From an optimization exercise on the open Yosys and OpenROAD flow, aimed at small area, a short achievable clock period and few clock cycles per item; shortcuts taken in it are not production practice.
RTL that was checked went through simulation tests only; none was proved equivalent to the original.
For run 6, only the layout was checked, not whether the RTL still works.
Power is estimated from default activity; no workload was simulated.

==> flow/design.v, too long to show whole: its modules and the start of the top module <==
// module pp_blk_add_bk: 109 lines
// module pp_out_add_sk: 1675 lines
// module pp_reduction_sequencer: 120 lines
module pp_reduction_sequencer #(
    parameter int WIDTH  = 128,
    parameter int MAX_PP = 16,
    parameter int CNT_W  = 5
) (
    input  logic             clk,
    input  logic             rst,
    input  logic             start,
    input  logic [CNT_W-1:0] pp_count,
    output logic             busy,
    output logic             err,
    input  logic             in_valid,
    output logic             in_ready,
    input  logic [WIDTH-1:0] in_pp0,
    input  logic [WIDTH-1:0] in_pp1,
    output logic             out_valid,
    input  logic             out_ready,
    output logic [WIDTH-1:0] out_result
);
  // ...
==> flow/flow/run.sh <==
#!/bin/bash
# Standard ORFS layout, except that the port buffers are plain buf_1 cells
# (resizing may still upsize them) instead of the default delay buffers.
set -euo pipefail
bash standard.sh BUFFER_PORTS_ARGS="-buffer_cell sky130_fd_sc_hd__buf_1" finish > make_finish.log 2>&1
==> flow/standard.sh <==
#!/bin/bash
# synth_recipe.tcl (not shown) runs the flow's synth.tcl, then flattens the netlist and writes it again
# the make line also repeats each setting of config.mk as NAME=value (left out here)
make -C /OpenROAD-flow-scripts/flow DESIGN_CONFIG=/design/flow/config.mk WORK_HOME=/design/flow/orfs CLKGATE_MAP_FILE= SYNTH_SCRIPT=/design/flow/synth_recipe.tcl "${@:-finish}"
==> flow/config.mk <==
export PLATFORM = sky130hd
export DESIGN_NAME = pp_reduction_sequencer
export DESIGN_NICKNAME = pp_reduction_sequencer
export VERILOG_FILES = /design/flow/design.v
export SDC_FILE = /design/flow/constraint.sdc
export NUM_CORES = 4
export LEC_CHECK = 0
export ABC_AREA = 1
export CAP_MARGIN = 20
export CORE_MARGIN = 2
export CORE_UTILIZATION = 40
export SLEW_MARGIN = 20
==> flow/constraint.sdc <==
create_clock -name core_clock -period 4.0 [get_ports {clk}]
set_input_delay 0.8000 -clock core_clock [delete_from_list [all_inputs] [get_ports {clk}]]
set_output_delay 0.8000 -clock core_clock [all_outputs]
set_load 0.01 [all_outputs]
==> flow_summary.json, run 1 <==
{
  "status": "timing/DRC/antenna clean",
  "design.seq.count": 146,
  "wl_um": 56100,
  "via_count": 17377,
  "fmax_mhz": 259,
  "overflow": 0,
  "crit_family": "simple AND/OR/NAND/NOR gates",
  "inv_count": 575,
  "synth_ff_type": "edfxtp_1",
  "criticalPathCategory": "reg -> out",
  "cpMostUsedCell": "ha_1",
  "synth_compound_area_share_pct": 5.77,
  "pg_seq_w": 0.00225,
  "wl_met3_um": 3270,
  "met1_usage_pct": 29.7,
  "regMostFlops": "r_acc",
  "synth_cells": 2561,
  "grt_use_met2_pct": 39.2,
  "htree_levels": 4,
  "pin_count": 398,
  "critPathBufInv": 3,
  "io_buffer_count": 397,
  "ant_nets": 0,
  "dr_wl_met2_um": 27100,
  "multi_input_area_share_pct": 55.7,
  "synthXorXnorAreaFrac_pct": 4.17,
  "reg_top3": "r_acc x128, r_cb x7, r_beats_left x5",
  "tightest_slew_ns": 0.646,
  "ctsHoldBuffers": 0,
  "mostFrequentLayoutCells": "682 x nand2_1, 569 x inv_1, 395 x buf_1, 286 x nor2_1, 199 x fa_1",
  "post-route-period-util_pct": 96.6,
  "post_cts_buffers": 0,
  "nClkBuffers": 23,
  "seq_area_frac_synth_pct": 22.4,
  "cts_root_buffer": "clkbuf_16",
  "grt_pass1_wl_um": 89300,
  "finClkSkew_ns": 0.0108
}
Testbench counts, summed over its fixed seeds: cycles 8,944, items 2,000.
==> run 2, diff against run 1 <==
--- a/flow/config.mk
+++ b/flow/config.mk
@@ -5,8 +5,7 @@
 export SDC_FILE = /design/flow/constraint.sdc
 export NUM_CORES = 4
 export LEC_CHECK = 0
-export ABC_AREA = 1
 export CAP_MARGIN = 20
 export CORE_MARGIN = 2
-export CORE_UTILIZATION = 40
+export CORE_UTILIZATION = 60
 export SLEW_MARGIN = 20
==> flow_summary.json, run 2 <==
{
  "whs_ns": 0.488,
  "drc": 0,
  "largest_reg_flops": 128,
  "row_count": 61,
  "regMostFlops": "r_acc",
  "pin_count": 398,
  "rsz0062_at_grt": "yes",
  "drive_gt1_share_pct": 11.8,
  "overflow": 0,
  "cts_buffers": 17,
  "wl_met3_um": 3020,
  "grt_start_max_net_pins": 113,
  "setup.worst_path.end_class": "primary output",
  "ant_nets": 0,
  "cp_max_fo": 8,
  "seq_area_frac_synth_pct": 25.3,
  "synth-edff-count": 135,
  "clkLatencyLatePin_ns": 0.44,
  "clk_path_buf_depth": 2,
  "yosysMostFrequentCell": "inv_1",
  "topRoutingLayerUsed": "met5",
  "synthesis.yosys.warnings": 1,
  "fmax_mhz": 253,
  "cts.clk_slew.worst_paths_ns": 0.06,
  "synth_ff_type": "edfxtp_1",
  "async_flop_share_pct": 0,
  "synthTopCellsByArea": "edfxtp_1 24%, fa_1 24%, ha_1 9.6%",
  "status": "timing/DRC/antenna clean",
  "area_growth_pct": 21.9,
  "cts_root_buffer": "clkbuf_16",
  "cts_tree": "done",
  "crit_slowest_cell": "edfxtp_1",
  "post-route-period-util_pct": 98.9,
  "r2r-start": "r_mask1",
  "synth_seq_cells": 146,
  "hp-start": "r_odd",
  "gp_congestion": 0.882,
  "core_area_mm2": 0.0277,
  "die_area_mm2": 0.0295,
  "synth_cells": 1694,
  "crit_start": "r_cb[1]",
  "peakVddDrop_v": 0.000257,
  "grt_util_all_layers_pct": 29.5,
  "total_leakage_power_nw": 9.42,
  "whs_path_depth": 2,
  "synth_common_cells": "331 x inv_1, 199 x fa_1, 170 x nand2b_1, 135 x edfxtp_1, 129 x ha_1",
  "path_cells": "ha_2, ha_4, nand3_4, nor3_4, a31o_4, a41oi_4, o21ai_4, buf_12, a41oi_4, buf_12, nor4b_4, xor2_1, buf_2",
  "setup-violations-final": 0,
  "grt_pass1_wl_um": 66300,
  "io_buffer_count": 397,
  "dr_wl_met2_um": 21100,
  "antenna_found_initial": 8,
  "start_kind": "flip-flop",
  "synth.top_cell.area_share_pct": 24.0,
  "hold_path.class": "reg -> reg",
  "required_ns": 3.20,
  "post_drt_wl_per_cell_um": 16.9,
  "via_per_inst": 5.16,
  "grt_pass1_vias": 13151,
  "maxCapViolations": 0,
  "final_common_cell": "buf_1",
  "powerDensity_mw_per_mm2": 384,
  "finClkSkew_ns": 0.0149,
  "drtPass1Iterations": 6,
  "critPathArrivalTime_ns": 3.16,
  "synth_area_mm2": 0.0169,
  "wl_um": 43200,
  "hold_viol": 0,
  "regArea_mm2": 0.00428,
  "nets": 2754,
  "drtIter0Drc": 667,
  "syn_area_per_cell_um2": 9.96,
  "start_util_pct": 60.9,
  "fin_crit_ns": 3.96,
  "cts_num_sinks": 146,
  "criticalPathCategory": "reg -> out",
  "multiInputGateArea_mm2": 0.0116,
  "r2r_cells": 16,
  "critPathMaxStageDelay_ns": 0.40,
  "reg_top3": "r_acc x128, r_cb x7, r_beats_left x5",
  "via_count": 13188,
  "htree_levels": 4,
  "synth.distinct_cells": 55,
  "fill_cells": 2129,
  "wl_met1_um": 17400,
  "final-max-slew-violation-count": 0,
  "tightest_slew_ns": 0.890,
  "final_core_util_pct": 74.2,
  "hpwl_um": 34700,
  "synth_area_leader_cell": "edfxtp_1",
  "die_w_um": 172,
  "die_y_um": 172,
  "mostFrequentLayoutCells": "371 x buf_1, 331 x inv_1, 192 x fa_1, 169 x nand2b_1, 135 x edfxtp_1",
  "slew_headroom_pct": 40.5
}
run 2: cell count changes in the layout (fill, tap and decap cells not counted), moves of 32 or more:
| cell | previous run | this run |
|---|---|---|
| nand2_1 | 682 | 67 |
| inv_1 | 569 | 331 |
| nor2_1 | 286 | 53 |
| nand2b_1 | 0 | 169 |
| nor2b_1 | 0 | 100 |
| a21oi_1 | 96 | 22 |
| nand3_1 | 110 | 38 |
| buf_4 | 39 | 88 |
| xnor2_1 | 38 | 80 |
| xor2_1 | 53 | 85 |
run 2: metrics by stage:
step	std cells	area [µm²]	TNS [ns]	setup WS [ns]	total power, W
finish	2555	20600	0	0.0431	0.00790
global route	2553	20600	-0.738	-0.0749	0.00856
CTS	2540	20100	0	0.00193	0.00772
detailed placement	2493	19200	-6.45	-0.378	0.00605
global placement	2493	19200	-4.06	-0.279	0.00588
floorplan	1694	16900	-0.0183	-0.00930	0.00493
run 2: what timing repair did:
| item | in CTS | in global routing |
|---|---|---|
| cloned | 1 | 1 |
| pin swaps | 19 | 56 |
| hold buffers | 0 | 0 |
| setup endpoints to repair | 72 | 76 |
| buffers inserted | 14 | 10 |
| resized for setup | 48 | 103 |
run 2: worst paths after layout:
check                     to  slack (ns)
min                    r_odd        0.49
max reg2reg        r_acc[63]        0.09
min reg2reg            r_odd        0.49
max          out_result[121]        0.04
run 2: cell type report:
type	count	area share, %
multi-input combinational	1163	56.4
sequential	146	20.8
timing repair buffer	500	11.7
inverter	332	6.08
tap	378	2.30
clock buffer	21	2.14
clock inverter	11	0.438
antenna	4	0.0487
run 2: cells by family after synthesis:
group	after synthesis	synth area share (%)
AOI/OAI and AO/OA	128	5.39
buffers and inverters	385	8.99
adders and majority gates	328	33.2
and+or+nand+nor	538	18.3
xor gates and xnor gates	168	8.72
muxes	1	0.0593
DFF	146	25.3
run 2: power breakdown:
| group | switching, W | total [W] | internal, W |
|---|---|---|---|
| Sequential | 0.000151 | 0.00226 | 0.00211 |
| Combinational | 0.00222 | 0.00412 | 0.00190 |
| Clock | 0.000676 | 0.00152 | 0.000848 |
| Total | 0.00304 | 0.00790 | 0.00486 |
run 2: per-layer routing:
layer / up-vias / global-route usage [%]
li1: 6295 / -
met1: 6350 / 37.0
met2: 438 / 49.6
met3: 97 / 6.40
met4: 8 / 12.4
met5: - / 0
run 2: critical path: cells and delay by family, from the launching register on:
family                   cells  cell delay [ns]
AO/OA/AOI/OAI                4             0.71
XOR/XNOR                     1             0.20
adder cells (fa/ha/maj)      2             0.36
AND/OR/NAND/NOR              3             0.54
buffers and inverters        3             0.51
flip-flops                   1             0.40
==> run 3, diff against run 2 <==
--- a/flow/config.mk
+++ b/flow/config.mk
@@ -7,5 +7,6 @@
 export LEC_CHECK = 0
 export CAP_MARGIN = 20
 export CORE_MARGIN = 2
-export CORE_UTILIZATION = 60
+export CORE_UTILIZATION = 40
+export SETUP_SLACK_MARGIN = 0.5
 export SLEW_MARGIN = 20
==> flow_summary.json, run 3 <==
{
  "core_area_mm2": 0.0418,
  "tightest_slew_ns": 1.05,
  "crit_family": "compound AO/OA/AOI/OAI gates",
  "area_growth_pct": 36.6,
  "mostFrequentLayoutCells": "318 x buf_1, 316 x inv_1, 154 x fa_1, 139 x nand2b_1, 135 x edfxtp_1",
  "placed_cells": 2620,
  "synth_area_mm2": 0.0169,
  "grt_start_max_net_pins": 70,
  "synth-simple-area-share_pct": 18.3,
  "p_seq_share_pct": 25.7,
  "hold_viol": 0,
  "synth_ff_type": "edfxtp_1",
  "synth.top_cell.area_share_pct": 24.0,
  "start_util_pct": 40.4,
  "async_flop_share_pct": 0,
  "drc": 0,
  "rrSetupSlack_ns": 0.09,
  "finalPower_w": 0.00884,
  "setup_tns_ns": 0,
  "p_comb_share_pct": 53.5,
  "slew_headroom_pct": 29.7,
  "required_ns": 3.20,
  "cts_buffers": 17,
  "synth_area_leader_cell": "edfxtp_1",
  "hold_path.class": "reg -> reg",
  "crit_slowest_cell": "edfxtp_1",
  "setup.worst_path.end_class": "primary output",
  "yosysMostFrequentCell": "inv_1",
  "post_drt_wl_per_cell_um": 18.0,
  "grt_pass1_vias": 14307,
  "ant_nets": 0,
  "grt_pass1_wl_um": 75600,
  "cp_max_fo": 6,
  "htree_levels": 4,
  "criticalPathCategory": "reg -> out",
  "synthAdderAreaFrac_pct": 33.2,
  "whs_endpoint": "r_mask1",
  "grt_util_all_layers_pct": 22.6,
  "drive_gt1_share_pct": 24.6,
  "path_cells": "ha_1, and4_1, a31o_4, a41oi_4, o21ai_4, buf_12, buf_4, a21oi_4, buf_6, nor2_1, xor2_1, buf_2",
  "p_int_w": 0.00556,
  "seq_area_frac_synth_pct": 25.3,
  "r2r_cells": 17,
  "whs_path_depth": 2,
  "synth_seq_cells": 146,
  "p_sw_share_pct": 37.1,
  "fmax_mhz": 256,
  "die_area_mm2": 0.0438,
  "die_y_um": 209,
  "io_buffer_count": 397,
  "setup-violations-final": 0,
  "via_per_inst": 4.87,
  "muxShareOfSynthArea_pct": 0.0593,
  "stdcell_count": 2797,
  "cts_root_buffer": "clkbuf_16",
  "synth_cells": 1694,
  "drtIter0Drc": 542,
  "drtPass1Iterations": 5,
  "cts.clk_slew.worst_paths_ns": 0.06,
  "peakVddDrop_v": 0.000219,
  "p_sw_w": 0.00328,
  "hp-start": "r_odd",
  "r2r-start": "r_first",
  "synth_common_cells": "331 x inv_1, 199 x fa_1, 170 x nand2b_1, 135 x edfxtp_1, 129 x ha_1",
  "synthesis.yosys.warnings": 1,
  "crit_start": "r_acc[32]",
  "clkLatencyLatePin_ns": 0.44,
  "synth_compound_area_share_pct": 5.39,
  "final_core_util_pct": 55.2,
  "final-max-slew-violation-count": 0,
  "total_leakage_power_nw": 10.5,
  "row_count": 75,
  "powerDensity_mw_per_mm2": 384,
  "fin_crit_ns": 3.91,
  "cts_num_sinks": 146,
  "finClkSkew_ns": 0.00824,
  "via_count": 13622,
  "synthTopCellsByArea": "edfxtp_1 24%, fa_1 24%, ha_1 9.6%",
  "maxCapViolations": 0,
  "cts_tree": "done",
  "p_clk_share_pct": 20.8,
  "gp_congestion": 0.864,
  "rsz0062_at_grt": "yes",
  "start_kind": "flip-flop",
  "regToRegEndpoint": "r_acc[95]",
  "ctsHoldBuffers": 0,
  "synth-edff-count": 135,
  "synth_top_family_by_area": "adder cells",
  "final_common_cell": "buf_1",
  "clk_path_buf_depth": 2,
  "wl_um": 50300,
  "status": "timing/DRC/antenna clean",
  "nets": 2838,
  "antenna_found_initial": 3,
  "overflow": 0,
  "post-route-period-util_pct": 97.8,
  "pin_count": 398,
  "syn_area_per_cell_um2": 9.96,
  "synth.distinct_cells": 55,
  "reg_top3": "r_acc x128, r_cb x7, r_beats_left x5",
  "critPathArrivalTime_ns": 3.11,
  "die_w_um": 209,
  "critPathMaxStageDelay_ns": 0.43,
  "synthXorXnorAreaFrac_pct": 8.72,
  "largest_reg_flops": 128,
  "regMostFlops": "r_acc",
  "critPathBufInv": 4,
  "hpwl_um": 37100
}
[run 3: cell counts after synthesis]
Identical to the previous run, type by type.
[run 3: through the flow]
step | setup WS (ns) | cell area, µm² | hold WS, ns
2_1_floorplan | 0.267 | 17300 | 0.454
3_3_place_gp | -0.134 | 19500 | 0.487
3_5_place_dp | -0.120 | 19500 | 0.501
4_1_cts | 0.0603 | 21700 | 0.513
5_1_grt | -0.0508 | 23000 | 0.539
6_report | 0.0875 | 23000 | 0.509
[run 3: final cells by class]
cell class                 instances  area (µm²)
fill                            3656       18700
multi-input combinational       1163       12600
sequential                       146        4280
timing repair buffer             584        3570
inverter                         332        1260
tap                              539         674
clock buffer                      18         429
clock inverter                    13         214
antenna                            2        5.00
[run 3: logic make-up after synthesis]
kind of cell,Yosys count
adder cells (fa/ha/maj),328
AO/OA/AOI/OAI,128
buffers and inverters,385
XOR/XNOR,168
AND/OR/NAND/NOR,538
multiplexers,1
flip-flops,146
[run 3: worst min-delay path, stage by stage, from the launching register on]
cell	delay, ns
dfxtp_1	0.32
nand4_1	0.07
a311oi_1	0.08
[run 3: worst max path at each step]
stage               cells past startpoint         endpoint
floorplan                              15       r_acc[126]
global placement                       14       r_acc[126]
detailed placement                     14       r_acc[126]
CTS                                    11  out_result[127]
global route                           14  out_result[105]
finish                                 12  out_result[105]
[run 3: repair_timing]
action / CTS / global route
cloned: 8 / 2
pin swaps: 97 / 118
resized for setup: 185 / 225
buffers inserted: 83 / 51
endpoints found under the setup margin: 134 / 151
[run 3: layer usage]
| layer | part of all wire [%] | global-route usage, % | vias up |
|---|---|---|---|
| li1 | - | - | 6460 |
| met1 | 40 | 27.5 | 6670 |
| met2 | 51 | 39.5 | 415 |
| met3 | 6.0 | 4.50 | 73 |
| met4 | 2.7 | 8.25 | 4 |
| met5 | 0.054 | 0 | - |
[run 3: power groups by stage]
stage          sequential [W]  clock, W  combinational, W
5_1_grt               0.00229   0.00193           0.00531
4_1_cts               0.00227   0.00188           0.00434
3_3_place_gp          0.00229         0           0.00369
3_5_place_dp          0.00229         0           0.00387
2_1_floorplan         0.00224         0           0.00285
6_report              0.00227   0.00184           0.00473
==> run 4, diff against run 3 <==
--- a/flow/config.mk
+++ b/flow/config.mk
@@ -8,5 +8,5 @@
 export CAP_MARGIN = 20
 export CORE_MARGIN = 2
 export CORE_UTILIZATION = 40
-export SETUP_SLACK_MARGIN = 0.5
 export SLEW_MARGIN = 20
+export SYNTH_HIERARCHICAL = 1
==> flow_summary.json, run 4 <==
{
  "status": "complete, but fails checks",
  "check.faults": "setup timing",
  "final_core_util_pct": 52.4,
  "syn_area_per_cell_um2": 9.09,
  "row_count": 85,
  "grt_pass1_vias": 18904,
  "drtIter0Drc": 717,
  "cpMostUsedCell": "a21o_1",
  "tightest_slew_ns": 0.662,
  "pre_cts_ws_ns": -0.363,
  "gp_congestion": 0.937,
  "largest_reg_flops": 128,
  "io_buffer_count": 397,
  "mostFrequentLayoutCells": "555 x inv_1, 302 x buf_1, 261 x nand2b_1, 249 x ha_1, 204 x fa_1",
  "peakVddDrop_v": 0.000327,
  "clk_path_buf_depth": 2,
  "placed_cells": 3762,
  "drive_gt1_share_pct": 17.4,
  "reg_top3": "r_acc x128, r_cb x7, r_beats_left x5",
  "critPathArrivalTime_ns": 3.70,
  "htree_levels": 4,
  "nets": 3850,
  "regMostFlops": "r_acc",
  "grt_util_all_layers_pct": 21.9,
  "crit_family": "compound AO/OA/AOI/OAI gates",
  "wl_um": 61500,
  "critPathBufInv": 2,
  "drc": 0,
  "powerDensity_mw_per_mm2": 383,
  "grt_pass1_wl_um": 96100,
  "post_drt_wl_per_cell_um": 16.0,
  "cts_buffers": 17,
  "overflow": 0,
  "path_cells": "ha_4, a21o_1, a31o_1, and2_4, or4_4, a21oi_4, buf_6, a31oi_1, a221o_1, a21o_1, a21oi_2, xnor2_2, buf_2",
  "core_area_mm2": 0.0536,
  "cts_root_buffer": "clkbuf_16",
  "die_area_mm2": 0.0559,
  "synth_area_mm2": 0.0216,
  "setup_tns_ns": -29.62,
  "ant_nets": 0,
  "criticalPathCategory": "reg -> out",
  "start_kind": "flip-flop",
  "setup-violations-final": 94,
  "maxCapViolations": 0,
  "synthesis.yosys.warnings": 7,
  "die_y_um": 237,
  "drtPass1Iterations": 5,
  "start_util_pct": 40.3,
  "cts_tree": "done",
  "critPathMaxStageDelay_ns": 0.54,
  "fill_cells": 5137,
  "hold_path.class": "reg -> reg",
  "final_common_cell": "inv_1",
  "setup.worst_path.end_class": "primary output",
  "required_ns": 3.20,
  "layout_setup_ws_ns": -0.504,
  "fmax_mhz": 222,
  "hold_viol": 0,
  "finClkSkew_ns": 0.00776,
  "area_growth_pct": 30.0,
  "fin_crit_ns": 4.50,
  "stdcell_count": 3837,
  "crit_slowest_cell": "or4_4",
  "pin_count": 398,
  "final-max-slew-violation-count": 0,
  "post-route-period-util_pct": 113,
  "cp_max_fo": 4,
  "clkLatencyLatePin_ns": 0.48,
  "cts_num_sinks": 146,
  "antenna_found_initial": 7,
  "slew_headroom_pct": 55.8,
  "rsz0062_at_grt": "yes",
  "synth_cells": 2378,
  "total_leakage_power_nw": 13.7,
  "cts.clk_slew.worst_paths_ns": 0.07,
  "die_w_um": 237,
  "via_count": 18401,
  "via_per_inst": 4.80,
  "grt_start_max_net_pins": 86,
  "hpwl_um": 50900
}
==> run 4: changes by cell type in the layout (fill, tap and decap cells not counted), moves of 50 or more <==
cell      previous run  this run
fa_1               154       204
a21oi_1             19       101
nand2b_1           139       261
nor2b_1             94        20
inv_1              316       555
buf_4              119       186
ha_1               119       249
conb_1               0       148
==> run 4: path summary, 6_finish.rpt <==
kind	from	end	slack, ns	cells past startpoint
setup / recovery	r_acc[17]	out_result[86]	-0.50	13
hold / removal	r_odd	r_odd	0.50	2
setup reg to reg	r_mask1	r_cb[3]	0.23	13
hold reg to reg	r_odd	r_odd	0.50	2
==> run 4: through the flow <==
step / hold slack, ns / area, µm² / total power [W]
after floorplan: 0.455 / 22200 / 0.00661
after global placement: 0.483 / 25800 / 0.00836
after detailed placement: 0.490 / 25800 / 0.00853
after CTS: 0.499 / 27100 / 0.0105
after global routing: 0.523 / 28100 / 0.0117
final: 0.497 / 28100 / 0.0108
==> run 4: repair_timing <==
action | 4_1_cts | 5_1_grt
endpoints found under the hold margin | 0 | 0
pin swaps | 65 | 85
endpoints found under the setup margin | 97 | 101
hold buffers | 0 | 0
gates cloned | 0 | 0
gates resized for setup | 204 | 140
setup buffers | 17 | 25
==> run 4: per-layer routing <==
layer  vias up  global-route usage, %  share of wire (%)
li1       9065                      -                  -
met3        78                   3.68                3.9
met4         6                   6.37                2.3
met2       345                   37.3                 49
met5         -                      0              0.052
met1      8907                   28.6                 45
==> run 4: tightest hold or removal path: stages, from the launching register on <==
cell and delay, ns:
dfxtp_1 0.31, o21ai_1 0.07, a21oi_1 0.07
==> run 4: final cells by class <==
| cell class | count | area [µm²] | share of cell area [%] |
|---|---|---|---|
| antenna | 3 | 7.51 | 0.0267 |
| clock buffer | 22 | 507 | 1.80 |
| clock inverter | 10 | 66.3 | 0.236 |
| inverter | 555 | 2080 | 7.41 |
| multi-input combinational | 1791 | 16700 | 59.5 |
| sequential | 146 | 4280 | 15.2 |
| tap | 696 | 871 | 3.10 |
| timing repair buffer | 614 | 3550 | 12.6 |
==> run 4: report_power, final <==
part	leakage [nW]	internal, W	switching, W	total (W)
clock	0.292	0.000902	0.000746	0.00165
sequential	1.32	0.00214	0.000117	0.00226
combinational	12.1	0.00312	0.00375	0.00687
==> run 5, diff against run 4 <==
--- a/flow/config.mk
+++ b/flow/config.mk
@@ -9,4 +9,3 @@
 export CORE_MARGIN = 2
 export CORE_UTILIZATION = 40
 export SLEW_MARGIN = 20
-export SYNTH_HIERARCHICAL = 1
==> flow_summary.json, run 5 <==
{
  "cts.clk_slew.worst_paths_ns": 0.06,
  "die_y_um": 209,
  "antenna_found_initial": 2,
  "largest_reg_flops": 128,
  "start_util_pct": 40.4,
  "worstSetupPathDepth": 13,
  "setup-violations-final": 0,
  "setup.worst_path.end_class": "primary output",
  "r2r_cells": 13,
  "crit_family": "compound AO/OA/AOI/OAI gates",
  "syn_area_per_cell_um2": 9.96,
  "regMostFlops": "r_acc",
  "mostFrequentLayoutCells": "362 x buf_1, 331 x inv_1, 196 x fa_1, 168 x nand2b_1, 135 x edfxtp_1",
  "drive_gt1_share_pct": 12.7,
  "synthTopCellsByArea": "edfxtp_1 24%, fa_1 24%, ha_1 9.6%",
  "row_count": 75,
  "via_per_inst": 4.81,
  "fmax_mhz": 253,
  "die_w_um": 209,
  "drtPass1Iterations": 5,
  "status": "timing/DRC/antenna clean",
  "ctsHoldBuffers": 0,
  "grt_pass1_vias": 13734,
  "placed_cells": 2661,
  "seq_area_frac_synth_pct": 25.3,
  "pre_cts_ws_ns": -0.430,
  "start_kind": "flip-flop",
  "die_area_mm2": 0.0438,
  "tightest_slew_ns": 0.996,
  "synth_seq_cells": 146,
  "pin_count": 398,
  "required_ns": 3.20,
  "whs_path_depth": 2,
  "synth.distinct_cells": 55,
  "synth_cells": 1694,
  "wl_um": 44600,
  "crit_slowest_cell": "edfxtp_1",
  "synth-edff-count": 135,
  "grt_start_max_net_pins": 68,
  "synth_common_cells": "331 x inv_1, 199 x fa_1, 170 x nand2b_1, 135 x edfxtp_1, 129 x ha_1",
  "final_common_cell": "buf_1",
  "fill_cells": 3942,
  "whs_ns": 0.492,
  "hold_viol": 0,
  "cp_max_fo": 8,
  "synth_area_mm2": 0.0169,
  "path_cells": "ha_2, ha_4, nand3_4, nor3_4, a31o_4, a41oi_4, o21ai_4, buf_12, a21oi_4, buf_6, nor3_2, xor2_2, buf_2",
  "htree_levels": 4,
  "reg_top3": "r_acc x128, r_cb x7, r_beats_left x5",
  "finClkSkew_ns": 0.00682,
  "drc": 0,
  "criticalPathCategory": "reg -> out",
  "r2r-start": "r_mask1",
  "post-route-period-util_pct": 98.6,
  "stdcell_count": 2724,
  "synth.top_cell.area_share_pct": 24.0,
  "cts_buffers": 17,
  "finalPower_w": 0.00800,
  "core_area_mm2": 0.0418,
  "gp_congestion": 0.864,
  "peakVddDrop_v": 0.000280,
  "rrSetupSlack_ns": 0.08,
  "clk_path_buf_depth": 2,
  "crit_start": "r_cb[1]",
  "synth_ff_type": "edfxtp_1",
  "maxCapViolations": 0,
  "cts_root_buffer": "clkbuf_16",
  "total_leakage_power_nw": 9.54,
  "layout_setup_ws_ns": 0.0544,
  "critPathMaxStageDelay_ns": 0.40,
  "async_flop_share_pct": 0,
  "drtIter0Drc": 603,
  "via_count": 13091,
  "synthesis.yosys.warnings": 1,
  "yosysMostFrequentCell": "inv_1",
  "hpwl_um": 36500,
  "nets": 2765,
  "hold_path.class": "reg -> reg",
  "post_drt_wl_per_cell_um": 16.4,
  "hp-start": "r_odd",
  "ant_nets": 0,
  "slew_headroom_pct": 33.6,
  "grt_pass1_wl_um": 71200,
  "rsz0062_at_grt": "yes",
  "fin_crit_ns": 3.95,
  "final-max-slew-violation-count": 0,
  "regToRegEndpoint": "r_acc[126]",
  "area_growth_pct": 24.1,
  "io_buffer_count": 397,
  "whs_endpoint": "r_odd",
  "cts_num_sinks": 146,
  "cts_tree": "done",
  "synth_area_leader_cell": "edfxtp_1",
  "clkLatencyLatePin_ns": 0.45,
  "critPathBufInv": 3,
  "powerDensity_mw_per_mm2": 382,
  "critPathArrivalTime_ns": 3.15,
  "grt_util_all_layers_pct": 20.9,
  "final_core_util_pct": 50.1,
  "overflow": 0
}
[run 5: worst max-delay path by stage]
stage / endpoint
5_1_grt: r_acc[126]
3_5_place_dp: r_acc[47]
6_report: out_result[85]
3_3_place_gp: r_acc[63]
4_1_cts: out_result[89]
2_1_floorplan: r_acc[14]
[run 5: timing repair]
item / CTS / global route
gates cloned: 2 / 0
pin swaps: 47 / 42
setup buffers: 23 / 5
resized for setup: 88 / 66
hold endpoints to repair: 0 / 0
endpoints found under the setup margin: 83 / 84
[run 5: final cells by class]
cell class | instances | area [µm²] | area share (%)
multi-input combinational | 1164 | 11600 | 55.6
sequential | 146 | 4280 | 20.5
timing repair buffer | 510 | 2500 | 11.9
inverter | 332 | 1250 | 5.98
tap | 539 | 674 | 3.22
clock buffer | 19 | 433 | 2.07
clock inverter | 13 | 143 | 0.682
antenna | 1 | 2.50 | 0.0120
[run 5: worst reg2reg max path, cell delays in order (launching register included)]
cell,delay (ns)
dfxtp_4,0.40
buf_12,0.18
nand2b_1,0.17
fa_1,0.51
inv_1,0.06
fa_1,0.38
a21o_1,0.17
a21o_1,0.22
a2111oi_4,0.47
o31ai_4,0.11
nor4_4,0.24
o41ai_2,0.14
fa_1,0.45
xor2_1,0.17
[run 5: kinds of logic after synthesis]
kind of cell / count (synthesis) / share of synthesized area, %
adder cells (fa/ha/maj): 328 / 33.2
XOR/XNOR: 168 / 8.72
AND/OR/NAND/NOR: 538 / 18.3
buffers and inverters: 385 / 8.99
multiplexers: 1 / 0.0593
flip-flops: 146 / 25.3
AO/OA/AOI/OAI: 128 / 5.39
[run 5: where the power goes]
| part | switching [W] | leakage, nW | internal, W |
|---|---|---|---|
| clock network | 0.000685 | 0.283 | 0.000968 |
| logic | 0.00219 | 7.93 | 0.00190 |
| registers | 0.000150 | 1.32 | 0.00211 |
| total | 0.00303 | 9.54 | 0.00497 |
[run 5: metrics by stage]
step                      instance area [µm²]  TNS (ns)
after floorplan                         16900   -0.0183
after global routing                    20900     -1.91
after detailed placement                19500     -7.26
after CTS                               20600    -0.266
after global placement                  19500     -5.25
final                                   20900         0
[run 5: metal layers]
layer / GRT usage, % / share of wire [%] / wire length (µm) / up-vias
met1: 27.0 / 43 / 19100 / 6384
li1: - / - / - / 6314
met3: 3.02 / 4.5 / 2010 / 54
met2: 36.2 / 50 / 22300 / 337
met4: 6.85 / 2.5 / 1100 / 2
met5: 0 / 0.029 / 13 / -
==> module pp_reduction_sequencer, before the edit <==
module pp_reduction_sequencer #(
    parameter int WIDTH  = 128,
    parameter int MAX_PP = 16,
    parameter int CNT_W  = 5
) (
    input  logic             clk,
    input  logic             rst,
    input  logic             start,
    input  logic [CNT_W-1:0] pp_count,
    output logic             busy,
    output logic             err,
    input  logic             in_valid,
    output logic             in_ready,
    input  logic [WIDTH-1:0] in_pp0,
    input  logic [WIDTH-1:0] in_pp1,
    output logic             out_valid,
    input  logic             out_ready,
    output logic [WIDTH-1:0] out_result
);
    localparam logic [CNT_W-1:0] c_MAX_PP = CNT_W'(MAX_PP);
    localparam logic [CNT_W-1:0] c_ONE    = CNT_W'(1);
    localparam int BW = 16;
    localparam int NB = WIDTH / BW;
    logic             r_active;      
    logic             r_first;       
    logic             r_odd;
    logic [CNT_W-1:0] r_beats_left;
    logic             r_mask1;       
    logic             r_res_valid;   
    logic             r_err;
    logic [WIDTH-1:0] r_acc;
    logic [NB-1:0]    r_cb;          
    logic [NB-1:0]    w_base_cb;
    logic [NB-1:0]    w_cb_next;
    logic [WIDTH-1:0] w_acc_next;
    logic [WIDTH-1:0] w_carries;
    logic             w_count_ok;
    logic [CNT_W-1:0] w_beats_init;
    logic             w_last_beat;
    logic             w_beat_fire;
    logic             w_res_take;
    logic             w_start_take;
    logic [WIDTH-1:0] w_base;
    logic [WIDTH-1:0] w_lane1;
    logic [WIDTH-1:0] w_csa_s;
    logic [WIDTH-1:0] w_csa_c;
    assign w_count_ok   = (pp_count != '0) && (pp_count <= c_MAX_PP);
    assign w_beats_init = (pp_count >> 1) + {{(CNT_W-1){1'b0}}, pp_count[0]};
    assign w_last_beat  = (r_beats_left == c_ONE);
    assign in_ready     = r_active && !(r_res_valid && !out_ready);
    assign w_beat_fire  = in_valid && in_ready;
    assign w_res_take   = r_res_valid && out_ready;
    assign busy         = r_active && !(w_beat_fire && w_last_beat);
    assign w_start_take = start && !busy;
    assign w_base  = r_first ? '0 : r_acc;
    assign w_lane1 = r_mask1 ? '0 : in_pp1;
    assign w_csa_s = w_base ^ in_pp0 ^ w_lane1;
    assign w_csa_c = {(w_base[WIDTH-2:0] & in_pp0[WIDTH-2:0]) |
                      (w_base[WIDTH-2:0] & w_lane1[WIDTH-2:0]) |
                      (in_pp0[WIDTH-2:0] & w_lane1[WIDTH-2:0]), 1'b0};
    assign w_base_cb = r_first ? '0 : r_cb;
    for (genvar b = 0; b < NB; b++) begin : g_blk
        logic [BW+1:0] w_t;
        pp_blk_add_bk u_add (
            .a ({1'b0, w_csa_s[b*BW +: BW], 1'b1}),
            .b ({1'b0, w_csa_c[b*BW +: BW], (b == 0) ? 1'b0 : w_base_cb[b]}),
            .y (w_t)
        );
        assign w_acc_next[b*BW +: BW] = w_t[BW:1];
        assign w_cb_next[b]           = w_t[BW+1];
    end
    always_ff @(posedge clk) begin
        if (w_beat_fire) begin
            r_acc <= w_acc_next;
            r_cb  <= {w_cb_next[NB-2:0], 1'b0};
        end
    end
    for (genvar b = 0; b < NB; b++) begin : g_res
        assign w_carries[b*BW +: BW] = {{(BW-1){1'b0}}, (b == 0) ? 1'b0 : r_cb[b]};
    end
    always_ff @(posedge clk) begin
        if (rst) begin
            r_active     <= 1'b0;
            r_first      <= 1'b0;
            r_odd        <= 1'b0;
            r_mask1      <= 1'b0;
            r_beats_left <= '0;
            r_res_valid  <= 1'b0;
            r_err        <= 1'b0;
        end else begin
            r_err <= w_start_take && !w_count_ok;
            if (w_res_take) begin
                r_res_valid <= 1'b0;
            end
            if (w_beat_fire) begin
                r_first      <= 1'b0;
                r_beats_left <= r_beats_left - c_ONE;
                r_mask1      <= r_odd && (r_beats_left == CNT_W'(2));
                if (w_last_beat) begin
                    r_active    <= 1'b0;
                    r_res_valid <= 1'b1;
                end
            end
            if (w_start_take && w_count_ok) begin
                r_active     <= 1'b1;
                r_first      <= 1'b1;
                r_odd        <= pp_count[0];
                r_beats_left <= w_beats_init;
                r_mask1      <= (pp_count == c_ONE);
            end
        end
    end
    assign err        = r_err;
    assign out_valid  = r_res_valid;
    pp_out_add_sk u_res (
        .a (r_acc),
        .b (w_carries),
        .y (out_result)
    );
endmodule
==> run 6, diff against run 5 <==
--- a/flow/design.v
+++ b/flow/design.v
@@ -1813,7 +1813,9 @@
     logic             r_mask1;       
     logic             r_res_valid;   
     logic             r_err;
+    logic [WIDTH-1:0] r_nacc;
     logic [WIDTH-1:0] r_acc;
+    assign r_acc = ~r_nacc;
     logic [NB-1:0]    r_cb;          
     logic [NB-1:0]    w_base_cb;
     logic [NB-1:0]    w_cb_next;
@@ -1856,7 +1858,7 @@
     end
     always_ff @(posedge clk) begin
         if (w_beat_fire) begin
-            r_acc <= w_acc_next;
+            r_nacc <= ~w_acc_next;
             r_cb  <= {w_cb_next[NB-2:0], 1'b0};
         end
     end
==> flow_summary.json, run 6 <==
{
  "grt_util_all_layers_pct": 21.7,
  "post-route-period-util_pct": 116,
  "synth_common_cells": "324 x inv_1, 199 x fa_1, 135 x edfxtp_1, 129 x ha_1, 126 x nor2_1",
  "tightest_slew_ns": 1.04,
  "final_core_util_pct": 54.7,
  "required_ns": 3.20,
  "grt_pass1_wl_um": 70500,
  "p_seq_share_pct": 27.4,
  "p_clk_share_pct": 20.2,
  "drtPass1Iterations": 5,
  "p_sw_w": 0.00303,
  "cp_max_fo": 3,
  "htree_levels": 4,
  "cts_tree": "done",
  "status": "complete, but fails checks",
  "ctsHoldBuffers": 0,
  "via_per_inst": 4.76,
  "nets": 2851,
  "hold_viol": 0,
  "drive_gt1_share_pct": 26.8,
  "drc": 0,
  "setup.worst_path.end_class": "primary output",
  "synth_seq_cells": 146,
  "synth.top_cell.area_share_pct": 24.7,
  "die_y_um": 207,
  "seq_area_frac_synth_pct": 26.0,
  "synth_cells": 1648,
  "p_sw_share_pct": 37.0,
  "hpwl_um": 37300,
  "grt_start_max_net_pins": 74,
  "syn_area_per_cell_um2": 9.97,
  "wl_um": 46300,
  "layout_setup_ws_ns": -0.623,
  "die_area_mm2": 0.0427,
  "final-max-slew-violation-count": 0,
  "hold_path.class": "reg -> reg",
  "criticalPathCategory": "reg -> out",
  "setup-violations-final": 80,
  "core_area_mm2": 0.0406,
  "rsz0062_at_grt": "yes",
  "synth_area_leader_cell": "edfxtp_1",
  "cts_num_sinks": 146,
  "powerDensity_mw_per_mm2": 368,
  "yosysMostFrequentCell": "inv_1",
  "synthesis.yosys.warnings": 1,
  "fin_crit_ns": 4.62,
  "grt_pass1_vias": 13764,
  "clk_path_buf_depth": 2,
  "post_drt_wl_per_cell_um": 16.5,
  "p_comb_share_pct": 52.4,
  "synth_area_mm2": 0.0164,
  "reg_top3": "r_nacc x128, r_cb x7, r_beats_left x5",
  "start_kind": "flip-flop",
  "maxCapViolations": 0,
  "setup_tns_ns": -22.09,
  "final_common_cell": "buf_1",
  "stdcell_count": 2808,
  "synth_ff_type": "edfxtp_1",
  "clkLatencyLatePin_ns": 0.45,
  "die_w_um": 207,
  "io_buffer_count": 397,
  "check.faults": "setup timing",
  "row_count": 74,
  "peakVddDrop_v": 0.000299,
  "mostFrequentLayoutCells": "332 x buf_1, 311 x inv_1, 185 x buf_4, 159 x fa_1, 135 x edfxtp_1",
  "total_leakage_power_nw": 9.85,
  "synth.distinct_cells": 59,
  "regMostFlops": "r_nacc",
  "largest_reg_flops": 128,
  "critPathArrivalTime_ns": 3.82,
  "async_flop_share_pct": 0,
  "synthTopCellsByArea": "edfxtp_1 25%, fa_1 24%, ha_1 9.8%",
  "slew_headroom_pct": 30.8,
  "cts_buffers": 17,
  "ant_nets": 0,
  "drtIter0Drc": 487,
  "via_count": 13368,
  "p_int_w": 0.00515,
  "cts.clk_slew.worst_paths_ns": 0.06,
  "finClkSkew_ns": 0.0195,
  "overflow": 0,
  "antenna_found_initial": 10,
  "placed_cells": 2705,
  "start_util_pct": 40.4,
  "gp_congestion": 0.881,
  "area_growth_pct": 35.5,
  "fmax_mhz": 216,
  "cts_root_buffer": "clkbuf_16",
  "pin_count": 398,
  "synth-edff-count": 135
}
run 6: cells by family (layout without fill, tap and decap cells):
family	after synthesis	in the layout	share of synthesized area [%]
DFF	146	146	26.0
other	0	6	0
muxes	2	2	0.122
xor gates and xnor gates	154	154	8.21
AOI/OAI and AO/OA	131	131	5.41
and+or+nand+nor	528	528	17.9
adders and majority gates	328	328	34.1
buffers and inverters	359	981	8.21
run 6: path summary, 6_finish.rpt:
kind                                  from  slack [ns]  depth (start not counted)              end
worst max-delay path            r_nacc[16]       -0.62                         14  out_result[127]
worst min-delay path                 r_odd        0.50                          2            r_odd
worst max register to register     r_first       -0.19                         17       r_nacc[95]
worst min register to register       r_odd        0.50                          2            r_odd
run 6: final cells by class:
cell class | instances | area [µm²]
Fill cell | 3691 | 18400
Multi-Input combinational cell | 1143 | 11900
Clock inverter | 9 | 62.6
Clock buffer | 23 | 543
Timing Repair Buffer | 624 | 3560
Antenna cell | 6 | 15.0
Inverter | 325 | 1220
Sequential cell | 146 | 4280
Tap cell | 532 | 666
run 6: per-stage QoR:
stage	hold WS (ns)	instance area, µm²	power, W	setup WS [ns]
after floorplan	0.454	16600	0.00480	-0.0556
after global placement	0.476	19800	0.00592	-0.333
after detailed placement	0.486	19800	0.00610	-0.419
after CTS	0.504	21600	0.00802	-0.667
after global routing	0.538	22200	0.00888	-0.827
final	0.501	22200	0.00818	-0.623
run 6: power groups by stage:
stage | clock network, W | logic (W) | registers (W)
floorplan | 0 | 0.00257 | 0.00223
CTS | 0.00169 | 0.00409 | 0.00224
finish | 0.00165 | 0.00428 | 0.00224
global route | 0.00176 | 0.00486 | 0.00226
detailed placement | 0 | 0.00384 | 0.00226
global placement | 0 | 0.00367 | 0.00225
run 6: timing repair:
| item | 4_1_cts | 5_1_grt |
|---|---|---|
| setup buffers | 33 | 37 |
| pin swaps | 88 | 112 |
| resized for setup | 213 | 142 |
| gates cloned | 4 | 0 |
| setup endpoints to repair | 115 | 127 |
run 6: metal layers:
layer / GRT usage, % / wire length [µm]
met1: 28.0 / 19600
met4: 9.49 / 1680
met3: 3.41 / 2110
met5: 0 / 50
met2: 36.1 / 22900
run 6: critical path, cell delays in order (launching register included):
cell and delay, ns:
edfxtp_1 0.38, inv_1 0.08, ha_2 0.19, ha_4 0.13, nor3b_4 0.22, nand4_1 0.13, o21ai_2 0.27, a22oi_2 0.14
nand4b_4 0.20, a211o_4 0.37, o21a_4 0.23, or4b_4 0.56, nor3_4 0.17, xnor2_2 0.15, buf_2 0.17
==> run 7, diff against run 6 <==
--- a/flow/design.v
+++ b/flow/design.v
@@ -1813,9 +1813,7 @@
     logic             r_mask1;       
     logic             r_res_valid;   
     logic             r_err;
-    logic [WIDTH-1:0] r_nacc;
     logic [WIDTH-1:0] r_acc;
-    assign r_acc = ~r_nacc;
     logic [NB-1:0]    r_cb;          
     logic [NB-1:0]    w_base_cb;
     logic [NB-1:0]    w_cb_next;
@@ -1858,7 +1856,7 @@
     end
     always_ff @(posedge clk) begin
         if (w_beat_fire) begin
-            r_nacc <= ~w_acc_next;
+            r_acc <= w_acc_next;
             r_cb  <= {w_cb_next[NB-2:0], 1'b0};
         end
     end
--- a/flow/config.mk
+++ b/flow/config.mk
@@ -5,7 +5,7 @@
 export SDC_FILE = /design/flow/constraint.sdc
 export NUM_CORES = 4
 export LEC_CHECK = 0
-export CAP_MARGIN = 20
+export CAP_MARGIN = 0
 export CORE_MARGIN = 2
 export CORE_UTILIZATION = 40
-export SLEW_MARGIN = 20
+export SLEW_MARGIN = 0
==> flow_summary.json, run 7 <==
{
  "nets": 2765,
  "peakVddDrop_v": 0.000280,
  "wl_um": 44600,
  "final-max-slew-violation-count": 0,
  "fill_cells": 3942,
  "hpwl_um": 36500,
  "final_common_cell": "buf_1",
  "grtUsageMet3_pct": 3.02,
  "synth_cells": 1694,
  "drc": 0,
  "via_per_inst": 4.81,
  "row_count": 75,
  "die_y_um": 209,
  "core_area_mm2": 0.0418,
  "pre_cts_ws_ns": -0.430,
  "via_count": 13091,
  "post-route-period-util_pct": 98.6,
  "grt_pass1_wl_um": 71200,
  "cts.clk_slew.worst_paths_ns": 0.06,
  "async_flop_share_pct": 0,
  "critPathArrivalTime_ns": 3.15,
  "synth_area_leader_cell": "edfxtp_1",
  "tightest_slew_ns": 0.996,
  "required_ns": 3.20,
  "mostFrequentLayoutCells": "362 x buf_1, 331 x inv_1, 196 x fa_1, 168 x nand2b_1, 135 x edfxtp_1",
  "synthTopCellsByArea": "edfxtp_1 24%, fa_1 24%, ha_1 9.6%",
  "ant_nets": 0,
  "synth_ff_type": "edfxtp_1",
  "synth_area_mm2": 0.0169,
  "synth_seq_cells": 146,
  "post_drt_wl_per_cell_um": 16.4,
  "fin_crit_ns": 3.95,
  "hold_path.class": "reg -> reg",
  "synth.distinct_cells": 55,
  "overflow": 0,
  "criticalPathCategory": "reg -> out",
  "drive_gt1_share_pct": 12.7,
  "grt_use_met2_pct": 36.2,
  "grt_start_max_net_pins": 68,
  "seq_area_frac_synth_pct": 25.3,
  "drtIter0Drc": 603,
  "maxCapViolations": 0,
  "layout_setup_ws_ns": 0.0544,
  "rsz0062_at_grt": "yes",
  "grt_util_all_layers_pct": 20.9,
  "fmax_mhz": 253,
  "slew_headroom_pct": 33.6,
  "met1_usage_pct": 27.0,
  "critPathMaxStageDelay_ns": 0.40,
  "htree_levels": 4,
  "cts_num_sinks": 146,
  "crit_slowest_cell": "edfxtp_1",
  "antenna_found_initial": 2,
  "setup-violations-final": 0,
  "syn_area_per_cell_um2": 9.96,
  "powerDensity_mw_per_mm2": 382,
  "multiInputGateArea_mm2": 0.0116,
  "finClkSkew_ns": 0.00682,
  "path_cells": "ha_2, ha_4, nand3_4, nor3_4, a31o_4, a41oi_4, o21ai_4, buf_12, a21oi_4, buf_6, nor3_2, xor2_2, buf_2",
  "start_kind": "flip-flop",
  "largest_reg_flops": 128,
  "status": "timing/DRC/antenna clean",
  "clk_path_buf_depth": 2,
  "finalPower_w": 0.00800,
  "synth-edff-count": 135,
  "hold_viol": 0,
  "drtPass1Iterations": 5,
  "start_util_pct": 40.4,
  "final_core_util_pct": 50.1,
  "yosysMostFrequentCell": "inv_1",
  "regMostFlops": "r_acc",
  "cp_max_fo": 8,
  "setup.worst_path.end_class": "primary output",
  "die_area_mm2": 0.0438,
  "reg_top3": "r_acc x128, r_cb x7, r_beats_left x5",
  "cts_buffers": 17,
  "die_w_um": 209,
  "cts_tree": "done",
  "total_leakage_power_nw": 9.54,
  "synthesis.yosys.warnings": 1,
  "cts_root_buffer": "clkbuf_16",
  "busiest_layer": "met2",
  "regArea_mm2": 0.00428,
  "area_growth_pct": 24.1,
  "pin_count": 398,
  "grt_pass1_vias": 13734,
  "synth_common_cells": "331 x inv_1, 199 x fa_1, 170 x nand2b_1, 135 x edfxtp_1, 129 x ha_1",
  "gp_congestion": 0.864,
  "io_buffer_count": 397,
  "clkLatencyLatePin_ns": 0.45,
  "synth.top_cell.area_share_pct": 24.0
}
[run 7: final timing paths]
kind                            depth (start not counted)  slack [ns]    start              to
worst max-delay path                                   13        0.05  r_cb[1]  out_result[85]
worst min-delay path                                    2        0.49    r_odd           r_odd
worst max register to register                         13        0.08  r_mask1      r_acc[126]
worst min register to register                          2        0.49    r_odd           r_odd
[run 7: where the power goes]
part / total [W] / internal, W / switching [W]
logic: 0.00409 / 0.00190 / 0.00219
clock network: 0.00165 / 0.000968 / 0.000685
registers: 0.00226 / 0.00211 / 0.000150
[run 7: critical path, delay by kind of cell (launching register included)]
family	cells	cell delay, ns
compound gates	4	0.62
fa+ha+maj	2	0.36
buf+inv	3	0.50
flops	1	0.40
simple gates	3	0.51
xor+xnor	1	0.26
[run 7: cell families after synthesis]
family | share of synthesized area (%)
AND/OR/NAND/NOR | 18.3
buffers and inverters | 8.99
adder cells (fa/ha/maj) | 33.2
XOR/XNOR | 8.72
flip-flops | 25.3
AO/OA/AOI/OAI | 5.39
multiplexers | 0.0593
[run 7: layout make-up]
type	instances	area share [%]
antenna	1	0.0120
clock buffer	19	2.07
clock inverter	13	0.682
inverter	332	5.98
multi-input combinational	1164	55.6
sequential	146	20.5
tap	539	3.22
timing repair buffer	510	11.9
[run 7: through the flow]
step / std cells / setup TNS, ns / hold WS, ns / instance area [µm²]
2_1_floorplan: 1694 / -0.0183 / 0.454 / 16900
3_3_place_gp: 2661 / -5.25 / 0.479 / 19500
3_5_place_dp: 2661 / -7.26 / 0.477 / 19500
4_1_cts: 2718 / -0.266 / 0.494 / 20600
5_1_grt: 2724 / -1.91 / 0.521 / 20900
6_report: 2724 / 0 / 0.492 / 20900
[run 7: layer usage]
| layer | part of all wire [%] | routed length (µm) |
|---|---|---|
| met5 | 0.029 | 13 |
| met2 | 50 | 22300 |
| met4 | 2.5 | 1100 |
| met3 | 4.5 | 2010 |
| met1 | 43 | 19100 |
[run 7: repair_timing]
item,4_1_cts,5_1_grt
gates cloned,2,0
endpoints found under the setup margin,83,84
hold buffers,0,0
pin swaps,47,42
resized for setup,88,66
endpoints found under the hold margin,0,0
setup buffers,23,5
Testbench counts of run 7, summed over its fixed seeds: cycles 8,944, items 2,000.
==> run 8, diff against run 7 <==
--- a/flow/config.mk
+++ b/flow/config.mk
@@ -5,7 +5,8 @@
 export SDC_FILE = /design/flow/constraint.sdc
 export NUM_CORES = 4
 export LEC_CHECK = 0
-export CAP_MARGIN = 0
+export CAP_MARGIN = 20
 export CORE_MARGIN = 2
-export CORE_UTILIZATION = 40
-export SLEW_MARGIN = 0
+export CORE_UTILIZATION = 65
+export PLACE_DENSITY = 0.85
+export SLEW_MARGIN = 20
==> flow_summary.json, run 8 <==
{
  "post-route-period-util_pct": 102,
  "setup.worst_path.end_class": "primary output",
  "post_drt_wl_per_cell_um": 18.8,
  "regToRegEndpoint": "r_acc[63]",
  "syn_area_per_cell_um2": 9.96,
  "synth_ff_type": "edfxtp_1",
  "wl_um": 46900,
  "synth_area_mm2": 0.0169,
  "htree_levels": 4,
  "clkLatencyLatePin_ns": 0.43,
  "die_y_um": 165,
  "cts_num_sinks": 146,
  "total_leakage_power_nw": 9.49,
  "rsz0062_at_grt": "yes",
  "status": "complete, but fails checks",
  "slew_headroom_pct": 22.5,
  "r2r-start": "r_first",
  "ant_nets": 0,
  "reg_top3": "r_acc x128, r_cb x7, r_beats_left x5",
  "finClkSkew_ns": 0.0172,
  "required_ns": 3.20,
  "drtIter0Drc": 896,
  "powerDensity_mw_per_mm2": 400,
  "synth_cells": 1694,
  "maxCapViolations": 0,
  "check.faults": "setup timing",
  "antenna_found_initial": 2,
  "cts_root_buffer": "clkbuf_16",
  "grt_util_all_layers_pct": 33.5,
  "gp_congestion": 0.955,
  "synthTopCellsByArea": "edfxtp_1 24%, fa_1 24%, ha_1 9.6%",
  "seq_area_frac_synth_pct": 25.3,
  "die_area_mm2": 0.0273,
  "cp_max_fo": 8,
  "synthesis.yosys.warnings": 1,
  "pre_cts_ws_ns": -0.397,
  "mostFrequentLayoutCells": "370 x buf_1, 330 x inv_1, 196 x fa_1, 166 x nand2b_1, 135 x edfxtp_1",
  "placed_cell_area_mm2": 0.0190,
  "nets": 2745,
  "final_common_cell": "buf_1",
  "r2r_cells": 16,
  "row_count": 58,
  "critPathMaxStageDelay_ns": 0.41,
  "die_w_um": 165,
  "whs_endpoint": "r_res_valid",
  "grt_pass1_wl_um": 69800,
  "drc": 0,
  "synth.top_cell.area_share_pct": 24.0,
  "synth.distinct_cells": 55,
  "core_area_mm2": 0.0253,
  "tightest_slew_ns": 1.16,
  "layout_setup_ws_ns": -0.0673,
  "overflow": 0,
  "whs_ns": 0.506,
  "p_int_w": 0.00507,
  "p_clk_share_pct": 21.3,
  "grt_start_max_net_pins": 141,
  "hold_viol": 0,
  "fin_crit_ns": 4.07,
  "area_growth_pct": 22.0,
  "largest_reg_flops": 128,
  "start_kind": "flip-flop",
  "whs_path_depth": 2,
  "grt_pass1_vias": 14033,
  "postLayoutCellArea_mm2": 0.0206,
  "synth_seq_cells": 146,
  "synth_common_cells": "331 x inv_1, 199 x fa_1, 170 x nand2b_1, 135 x edfxtp_1, 129 x ha_1",
  "critPathArrivalTime_ns": 3.27,
  "yosysMostFrequentCell": "inv_1",
  "clk_path_buf_depth": 2,
  "final_core_util_pct": 81.2,
  "rrSetupSlack_ns": 0.01,
  "cts_buffers": 17,
  "path_cells": "ha_2, ha_4, nand3_4, nor3_4, a31o_4, a41oi_4, o21ai_4, buf_12, a41oi_4, buf_12, nor4b_4, xor2_1, buf_2",
  "via_per_inst": 5.57,
  "io_buffer_count": 397,
  "p_sw_share_pct": 38.5,
  "setup_tns_ns": -0.213,
  "drive_gt1_share_pct": 11.4,
  "final-max-slew-violation-count": 0,
  "async_flop_share_pct": 0,
  "drtPass1Iterations": 5,
  "peakVddDrop_v": 0.000307,
  "setup-violations-final": 6,
  "cts_tree": "done",
  "p_sw_w": 0.00317,
  "hold_path.class": "reg -> reg",
  "via_count": 13902,
  "pin_count": 398,
  "fmax_mhz": 246,
  "hpwl_um": 35300,
  "synth_area_leader_cell": "edfxtp_1",
  "crit_slowest_cell": "edfxtp_1",
  "hp-start": "r_res_valid",
  "criticalPathCategory": "reg -> out",
  "p_seq_share_pct": 27.6,
  "synth-edff-count": 135,
  "cts.clk_slew.worst_paths_ns": 0.07,
  "start_util_pct": 66.6,
  "p_comb_share_pct": 51.1,
  "regMostFlops": "r_acc"
}
[run 8: cell counts after synthesis]
No cell type changed its count.
[run 8: through the flow]
step | instances | power [W]
3_5_place_dp | 2428 | 0.00604
5_1_grt | 2496 | 0.00883
3_3_place_gp | 2428 | 0.00578
2_1_floorplan | 1694 | 0.00493
6_report | 2496 | 0.00824
4_1_cts | 2475 | 0.00794
[run 8: cell type report]
cell class	instances	area, µm²
Tap cell	330	413
Timing Repair Buffer	491	2380
Clock inverter	7	77.6
Antenna cell	2	5.00
Fill cell	1523	4750
Clock buffer	25	572
Sequential cell	146	4280
Multi-Input combinational cell	1163	11600
Inverter	332	1250
[run 8: repair_timing]
item	in CTS	in global routing
endpoints found under the setup margin	92	78
gates resized for setup	31	124
pin swaps	20	71
gates cloned	0	3
hold buffers	0	0
buffers inserted	15	16
[run 8: worst max-delay path: cells and delay by family (launching register included)]
family | cells | cell delay, ns
buffers and inverters | 3 | 0.53
flip-flops | 1 | 0.41
AO/OA/AOI/OAI | 4 | 0.73
XOR/XNOR | 1 | 0.21
adder cells (fa/ha/maj) | 2 | 0.35
AND/OR/NAND/NOR | 3 | 0.59
[run 8: power by group through the flow]
stage | registers [W] | logic (W) | clock network (W)
after detailed placement | 0.00230 | 0.00374 | 0
final | 0.00227 | 0.00421 | 0.00176
after floorplan | 0.00223 | 0.00269 | 0
after global routing | 0.00228 | 0.00472 | 0.00183
after global placement | 0.00229 | 0.00348 | 0
after CTS | 0.00226 | 0.00391 | 0.00177
[run 8: how the worst max path moves through the flow]
stage,cells past startpoint,startpoint,to
after CTS,15,r_first,r_acc[62]
after global placement,16,in_pp0[97],r_acc[111]
after floorplan,17,r_first,r_acc[14]
final,13,r_cb[1],out_result[121]
after detailed placement,16,in_pp0[97],r_acc[111]
after global routing,14,r_cb[1],out_result[115]
[run 8: kinds of logic after synthesis]
family | count (synthesis) | share of synthesized area, %
AND/OR/NAND/NOR | 538 | 18.3
buffers and inverters | 385 | 8.99
adder cells (fa/ha/maj) | 328 | 33.2
XOR/XNOR | 168 | 8.72
flip-flops | 146 | 25.3
AO/OA/AOI/OAI | 128 | 5.39
multiplexers | 1 | 0.0593
[run 8: per-layer routing]
layer	wire length (µm)	up-vias	global-route usage, %
li1	-	6283	-
met3	4540	183	8.39
met2	23000	761	57.4
met1	16900	6675	39.6
met4	2440	0	16.2
met5	0	-	0
==> run 9, diff against run 8 <==
--- a/flow/config.mk
+++ b/flow/config.mk
@@ -7,6 +7,6 @@
 export LEC_CHECK = 0
 export CAP_MARGIN = 20
 export CORE_MARGIN = 2
-export CORE_UTILIZATION = 65
-export PLACE_DENSITY = 0.85
+export CORE_UTILIZATION = 55
+export PLACE_DENSITY = 0.75
 export SLEW_MARGIN = 20
==> flow_summary.json, run 9 <==
{
  "finClkSkew_ns": 0.0101,
  "post_drt_wl_per_cell_um": 16.8,
  "p_sw_w": 0.00296,
  "async_flop_share_pct": 0,
  "fin_crit_ns": 3.89,
  "hold_viol": 0,
  "via_count": 13250,
  "powerDensity_mw_per_mm2": 389,
  "critPathArrivalTime_ns": 3.09,
  "grt_start_max_net_pins": 71,
  "synth.top_cell.area_share_pct": 24.0,
  "synth_area_leader_cell": "edfxtp_1",
  "met1_usage_pct": 34.0,
  "pin_count": 398,
  "grt_pass1_wl_um": 68000,
  "overflow": 0,
  "setup.worst_path.end_class": "primary output",
  "ant_nets": 0,
  "synth-edff-count": 135,
  "busiest_layer": "met2",
  "pre_cts_ws_ns": -0.360,
  "tightest_slew_ns": 0.998,
  "synthesis.yosys.warnings": 1,
  "postLayoutCellArea_mm2": 0.0203,
  "regMostFlops": "r_acc",
  "die_w_um": 179,
  "start_util_pct": 55.4,
  "yosysMostFrequentCell": "inv_1",
  "clk_path_buf_depth": 2,
  "drc": 0,
  "hpwl_um": 35200,
  "cp_max_fo": 13,
  "syn_area_per_cell_um2": 9.96,
  "via_per_inst": 5.19,
  "synth_common_cells": "331 x inv_1, 199 x fa_1, 170 x nand2b_1, 135 x edfxtp_1, 129 x ha_1",
  "fill_cells": 2513,
  "cts_tree": "done",
  "drtPass1Iterations": 4,
  "reg_top3": "r_acc x128, r_cb x7, r_beats_left x5",
  "largest_reg_flops": 128,
  "wl_um": 43000,
  "layout_setup_ws_ns": 0.111,
  "synth_ff_type": "edfxtp_1",
  "nets": 2735,
  "rsz0062_at_grt": "yes",
  "stdcell_count": 2554,
  "status": "timing/DRC/antenna clean",
  "p_comb_share_pct": 50.0,
  "placed_cell_area_mm2": 0.0193,
  "core_area_mm2": 0.0304,
  "grt_util_all_layers_pct": 27.5,
  "cts_num_sinks": 146,
  "synth_area_mm2": 0.0169,
  "clkLatencyLatePin_ns": 0.43,
  "antenna_found_initial": 8,
  "cts_root_buffer": "clkbuf_16",
  "p_sw_share_pct": 37.4,
  "cts_buffers": 17,
  "peakVddDrop_v": 0.000243,
  "synth_cells": 1694,
  "final-max-slew-violation-count": 0,
  "io_buffer_count": 397,
  "cts.clk_slew.worst_paths_ns": 0.07,
  "p_clk_share_pct": 21.4,
  "required_ns": 3.20,
  "die_y_um": 179,
  "total_leakage_power_nw": 9.27,
  "drive_gt1_share_pct": 9.15,
  "area_growth_pct": 20.6,
  "criticalPathCategory": "reg -> out",
  "seq_area_frac_synth_pct": 25.3,
  "grt_use_met2_pct": 46.3,
  "htree_levels": 4,
  "p_seq_share_pct": 28.6,
  "setup-violations-final": 0,
  "post-route-period-util_pct": 97.2,
  "start_kind": "flip-flop",
  "synth.distinct_cells": 55,
  "fmax_mhz": 257,
  "mostFrequentLayoutCells": "385 x buf_1, 331 x inv_1, 198 x fa_1, 170 x nand2b_1, 135 x edfxtp_1",
  "grtUsageMet3_pct": 4.77,
  "p_int_w": 0.00495,
  "drtIter0Drc": 670,
  "synth_seq_cells": 146,
  "slew_headroom_pct": 33.5,
  "hold_path.class": "reg -> reg",
  "synthTopCellsByArea": "edfxtp_1 24%, fa_1 24%, ha_1 9.6%",
  "row_count": 64,
  "gp_congestion": 0.929,
  "grt_pass1_vias": 13726,
  "maxCapViolations": 0,
  "placed_cells": 2507,
  "whs_ns": 0.495,
  "final_common_cell": "buf_1",
  "die_area_mm2": 0.0321
}
[run 9: cell count changes in the layout (fill, tap and decap cells not counted), sizes merged, moves of 3 or more]
cell / previous run / this run
clkinv: 4 / 7
clkbuf: 32 / 23
bufinv: 1 / 4
buf: 484 / 477
diode: 2 / 6
inv: 334 / 331
[run 9: cell families (layout without fill, tap and decap cells)]
group / count (synthesis) / count (layout) / synth area share, %
adders and majority gates: 328 / 328 / 33.2
AOI/OAI and AO/OA: 128 / 128 / 5.39
other: 0 / 6 / 0
DFF: 146 / 146 / 25.3
muxes: 1 / 1 / 0.0593
and+or+nand+nor: 538 / 538 / 18.3
xor gates and xnor gates: 168 / 168 / 8.72
buffers and inverters: 385 / 843 / 8.99
[run 9: what timing repair did]
| item | in CTS | in global routing |
|---|---|---|
| cloned | 1 | 0 |
| setup endpoints to repair | 66 | 61 |
| resized for setup | 34 | 44 |
| setup buffers | 8 | 3 |
| pin swaps | 13 | 23 |
| hold buffers | 0 | 0 |
[run 9: path summary, 6_finish.rpt]
path,cells past startpoint,from,to,slack [ns]
min,2,r_res_valid,r_res_valid,0.50
max,12,r_cb[1],out_result[98],0.11
min reg2reg,2,r_res_valid,r_res_valid,0.50
max reg2reg,15,r_mask1,r_acc[94],0.11
[run 9: power groups by stage]
stage | registers, W | clock network [W] | logic [W]
5_1_grt | 0.00228 | 0.00179 | 0.00452
4_1_cts | 0.00225 | 0.00172 | 0.00388
2_1_floorplan | 0.00223 | 0 | 0.00269
3_3_place_gp | 0.00228 | 0 | 0.00355
3_5_place_dp | 0.00228 | 0 | 0.00378
6_report | 0.00226 | 0.00170 | 0.00396
[run 9: metrics by stage]
step	utilization, %	setup TNS [ns]	power, W
2_1_floorplan	-	-0.0183	0.00493
3_3_place_gp	63.3	-3.75	0.00583
3_5_place_dp	63.3	-6.17	0.00606
4_1_cts	66.1	0	0.00785
5_1_grt	66.8	-0.207	0.00858
6_report	66.9	0	0.00791
[run 9: layout make-up]
cell class              count  area (µm²)  area share (%)
well taps                 396         495            2.44
repair buffers            481        2260            11.1
inverters                 332        1250            6.15
multi-input cells        1163       11400            56.3
clock buffers              19         433            2.13
flip-flops and latches    146        4280            21.0
diodes                      6        15.0          0.0738
clock inverters            11         164           0.806
[run 9: worst max-delay path, stage by stage, from the launching register on]
cell,delay [ns]
edfxtp_1,0.44
ha_2,0.23
ha_4,0.17
nand3_4,0.09
nor3_4,0.05
a31o_4,0.26
a41oi_4,0.19
o21ai_4,0.08
buf_12,0.15
a21oi_4,0.32
o21ai_0,0.21
xor2_1,0.28
buf_1,0.18
[run 9: routing by layer]
| layer | share of wire (%) | vias to the layer above |
|---|---|---|
| li1 | - | 6259 |
| met1 | 40 | 6383 |
| met2 | 49 | 488 |
| met3 | 6.4 | 114 |
| met4 | 4.8 | 6 |
| met5 | 0.095 | - |

==> afterwards: timing with drivers on the ports <==
In the flow no input, the clock included, has a driving cell. The finished layouts below were timed again as built, in two steps.
Step 1 (the two cells are an assumption about what drives the block):
set clk [get_ports {clk}]
set_driving_cell -lib_cell sky130_fd_sc_hd__clkbuf_16 $clk
set_driving_cell -lib_cell sky130_fd_sc_hd__buf_2 [delete_from_list [all_inputs] $clk]
Step 2 moves the port delays by t, midway between the first and last clock arrival at a register: inputs arrive t later, outputs are due t later. That takes back most of the time a late clock gives input paths.
Slacks: ideal ports / drivers / drivers and shift; pairs: ideal ports / drivers.
run	t (ns)	slack for setup (ns)	hold slack, ns	worst register clock-pin slew, ns
run 1	0.502	0.137 / 0.082 / 0.043	0.505 / 0.505 / 0.505	0.07 / 0.07
run 2	0.479	0.043 / -0.008 / -0.088	0.488 / 0.488 / 0.488	0.07 / 0.07
run 3	0.485	0.087 / 0.036 / -0.160	0.509 / 0.509 / 0.509	0.07 / 0.07
run 4	0.534	-0.504 / -0.562 / -0.049	0.497 / 0.497 / 0.497	0.07 / 0.07
run 5	0.498	0.054 / 0.003 / -0.142	0.492 / 0.492 / 0.492	0.07 / 0.07
run 6	0.491	-0.623 / -0.676 / -0.342	0.501 / 0.501 / 0.501	0.08 / 0.08
run 7	0.498	0.054 / 0.003 / -0.142	0.492 / 0.492 / 0.492	0.07 / 0.07
run 8	0.473	-0.067 / -0.121 / -0.348	0.506 / 0.506 / 0.506	0.07 / 0.07
run 9	0.471	0.111 / 0.061 / -0.123	0.495 / 0.495 / 0.495	0.07 / 0.07
With both steps, setup timing fails in 5 of these runs, where it was met with ideal ports. For run 8, which loses most, drivers alone change the setup slack by -0.054 ns; drivers and shift together by -0.281 ns.
